Source: an optimization exercise on an open RTL-to-GDS flow (aim: small area and a short achievable clock period). Production flows keep margins and buffers that such runs may drop. Function was checked by simulation only, so behaviour that the tests miss may differ from the original.

## run A
## fft8_top
module fft8_top (
    input  logic         clk,
    input  logic         reset_n,
    input  logic         valid_in,
    input  logic [143:0] x_re,
    input  logic [143:0] x_im,
    output logic         valid_out,
    output logic [143:0] y_re,
    output logic [143:0] y_im
);
For scale: ~3800 cells after synthesis, ~580 I/O pins, roughly 59000 µm² of cells after synthesis.
Settings: LEC_CHECK=0, CAP_MARGIN=20, CORE_MARGIN=2, CORE_UTILIZATION=60, CTS_CLUSTER_DIAMETER=100, CTS_CLUSTER_SIZE=28, PLACE_DENSITY=0.8, SLEW_MARGIN=20; clock period 12.0 ns.
standard.sh (not shown) runs the stock make flow with config.mk's settings and CLKGATE_MAP_FILE= SYNTH_SCRIPT=/design/flow/synth_recipe.tcl, a recipe that flattens the netlist after the stock synthesis.
==> flow/flow/run.sh <==
#!/bin/bash
# Layout flow: the standard flow (standard.sh), with two changes:
#  1. after the standard synthesis, flow/polopt.py re-chooses the polarity of
#     each full-adder cell (a full adder is self-dual) to remove inverters;
#     it also puts the latest-arriving input of each full adder on its fastest
#     pin (CIN); the logic function and every register are unchanged;
#  2. the port buffers use sky130_fd_sc_hd__buf_1;
#  3. the timing repair after CTS and global routing works on every path
#     whose slack is under SETUP_SLACK_MARGIN (the constraints are unchanged).
set -euo pipefail
R=$PWD/orfs/results/sky130hd/fft8_top/base
export SETUP_SLACK_MARGIN=7.4
export BUFFER_PORTS_ARGS="-buffer_cell sky130_fd_sc_hd__buf_1"
bash standard.sh $R/1_2_yosys.v > synth_make.log 2>&1
cp $R/1_2_yosys.v standard_synth_netlist.v
python3 flow/polopt.py standard_synth_netlist.v $R/1_2_yosys.v > polopt.log 2>&1
bash standard.sh > layout_make.log 2>&1
Other scripts of this flow, unchanged in this note and not shown: flow/flow/polopt.py
Setup changes, run A to run Z
- changing CORE_UTILIZATION from 60 to 40
- removing PLACE_DENSITY (formerly 0.8)
diff --git a/flow/flow/run.sh b/flow/flow/run.sh
--- a/flow/flow/run.sh
+++ b/flow/flow/run.sh
@@ -5,5 +5,2 @@
-#     it also puts the latest-arriving input of each full adder on its fastest
-#     pin (CIN); the logic function and every register are unchanged;
-#  2. the port buffers use sky130_fd_sc_hd__buf_1;
-#  3. the timing repair after CTS and global routing works on every path
-#     whose slack is under SETUP_SLACK_MARGIN (the constraints are unchanged).
+#     the logic function and every register are unchanged;
+#  2. the port buffers use sky130_fd_sc_hd__buf_1.
@@ -12 +8,0 @@
-export SETUP_SLACK_MARGIN=7.4
--- outcome ---
Run Z finished every step from synthesis to the final layout, and the layout passed the timing, DRC and antenna checks.
Utilization down 23 points in run Z wrt run A
[compare] base=run A new=run Z: fraction of area in multi-input gates went down 2.0 points.
| routed wire length | run Z vs run A | worse |
NOTE number of global-route vias before repair run A->run Z decreased by a few percent
Comparing run A and run Z, sequential share of layout area is higher on run Z.
Relative to run A, placeable core region increased by about 50% in run Z.
met2 usage ended up 15 points lower on run Z than on run A.
Min critical-path maximum fanout across run A and run Z: run A

fft8_top again, from the RTL that the note above started with.
export LEC_CHECK = 0
export CAP_MARGIN = 20
export CORE_MARGIN = 2
export CORE_UTILIZATION = 55
export CTS_CLUSTER_DIAMETER = 100
export CTS_CLUSTER_SIZE = 28
export SLEW_MARGIN = 20
create_clock -name core_clock -period 12.0 [get_ports {clk}]
==> flow/flow/run.sh <==
#!/bin/bash
# Layout flow: the standard flow (standard.sh), with two changes:
#  1. after the standard synthesis, flow/polopt.py re-chooses the polarity of
#     each full-adder cell (a full adder is self-dual) to remove inverters;
#     it also puts the latest-arriving input of each full adder on its fastest
#     pin (CIN); the logic function and every register are unchanged;
#  2. the port buffers use sky130_fd_sc_hd__buf_1.
set -euo pipefail
R=$PWD/orfs/results/sky130hd/fft8_top/base
export BUFFER_PORTS_ARGS="-buffer_cell sky130_fd_sc_hd__buf_1"
bash standard.sh $R/1_2_yosys.v > synth_make.log 2>&1
cp $R/1_2_yosys.v standard_synth_netlist.v
python3 flow/polopt.py standard_synth_netlist.v $R/1_2_yosys.v > polopt.log 2>&1
bash standard.sh > layout_make.log 2>&1
Other scripts of this flow, unchanged in this note and not shown: flow/flow/polopt.py
The starting point finished with timing, DRC and antenna clean.
Rerun with:
CORE_UTILIZATION = 40   (was 55)
The new run finished with timing, DRC and antenna clean.
Synthesized area is unchanged.
Clock-buffer cell count is unchanged.
Register-to-register slack barely changes.
Setup slack gets worse by 0.0052 ns.
Synthesized cell count is unchanged.
Die area went up by 37%.
Rerun with:
--- a/flow/flow/run.sh
+++ b/flow/flow/run.sh
@@ -4,4 +4,3 @@
 #     each full-adder cell (a full adder is self-dual) to remove inverters;
-#     it also puts the latest-arriving input of each full adder on its fastest
-#     pin (CIN); the logic function and every register are unchanged;
+#     the logic function and every register are unchanged;
 #  2. the port buffers use sky130_fd_sc_hd__buf_1.
CTS_CLUSTER_DIAMETER = unset   (was 100)
CTS_CLUSTER_SIZE = unset   (was 28)
After rerunning: The changed run completed without violations; clock skew fell by 0.0090 ns; global-route usage rose by 0.49 points; final cell count rose by 3.2%; worst setup slack gets worse by 0.0073 ns; synthesized cell count is unchanged; sequential share of layout area fell by 2.4 points; design area rose by 5.8%.
Rerun with:
--- a/flow/flow/run.sh
+++ b/flow/flow/run.sh
@@ -4,6 +4,10 @@
 #     each full-adder cell (a full adder is self-dual) to remove inverters;
-#     the logic function and every register are unchanged;
-#  2. the port buffers use sky130_fd_sc_hd__buf_1.
+#     it also puts the latest-arriving input of each full adder on its fastest
+#     pin (CIN); the logic function and every register are unchanged;
+#  2. the port buffers use sky130_fd_sc_hd__buf_1;
+#  3. the timing repair after CTS and global routing works on every path
+#     whose slack is under SETUP_SLACK_MARGIN (the constraints are unchanged).
 set -euo pipefail
 R=$PWD/orfs/results/sky130hd/fft8_top/base
+export SETUP_SLACK_MARGIN=7.8
 export BUFFER_PORTS_ARGS="-buffer_cell sky130_fd_sc_hd__buf_1"
CTS_CLUSTER_DIAMETER = 100   (was unset)
CTS_CLUSTER_SIZE = 28   (was unset)
The new run went through all stages and came out clean. Core utilization is higher by 0.41 points. Setup slack improves by 0.38 ns. Register-to-register slack improves by 0.51 ns. Clock skew is lower by 0.015 ns. Wire length is lower by 1.2%.

[static timing again, ports no longer ideal]
The results above use ideal ports. As a check the final layouts listed here were re-extracted and re-timed, cells and wires unchanged.
Step 1 (the two cells are an assumption about what drives the block):
set clk [get_ports {clk}]
set_driving_cell -lib_cell sky130_fd_sc_hd__clkbuf_16 $clk
set_driving_cell -lib_cell sky130_fd_sc_hd__buf_2 [delete_from_list [all_inputs] $clk]
Step 2 times the ports against the registers' clock, not the clock port: input delays grow and output delays shrink by t, the midpoint of the rising clock arrivals with the driver on.
Three values: ideal, step 1, step 2; two values: the first two.
run | shift t [ns] | setup slack, ns | worst setup path after step 2 | slew at the worst register clock pin (ns) | cell pins on the clock port's net
run A | 0.758 | 7.141 / 7.067 / 6.580 | input to register | 0.12 / 0.12 | 1
run Z | 0.787 | 6.719 / 6.719 / 6.222 | input to register | 0.12 / 0.12 | 1
the first run of note 2 | 0.772 | 6.724 / 6.724 / 6.399 | input to register | 0.11 / 0.11 | 1
the second run of note 2 | 0.787 | 6.719 / 6.719 / 6.222 | input to register | 0.12 / 0.12 | 1
the third run of note 2 | 0.839 | 6.712 / 6.712 / 6.291 | input to register | 0.06 / 0.06 | 1
the fourth run of note 2 | 0.777 | 7.087 / 7.006 / 6.579 | input to register | 0.11 / 0.11 | 1
After both steps setup and hold are still met in every run listed. The setup slack of run A, which loses most, moves by -0.074 ns with the drivers and by -0.561 ns with both steps.
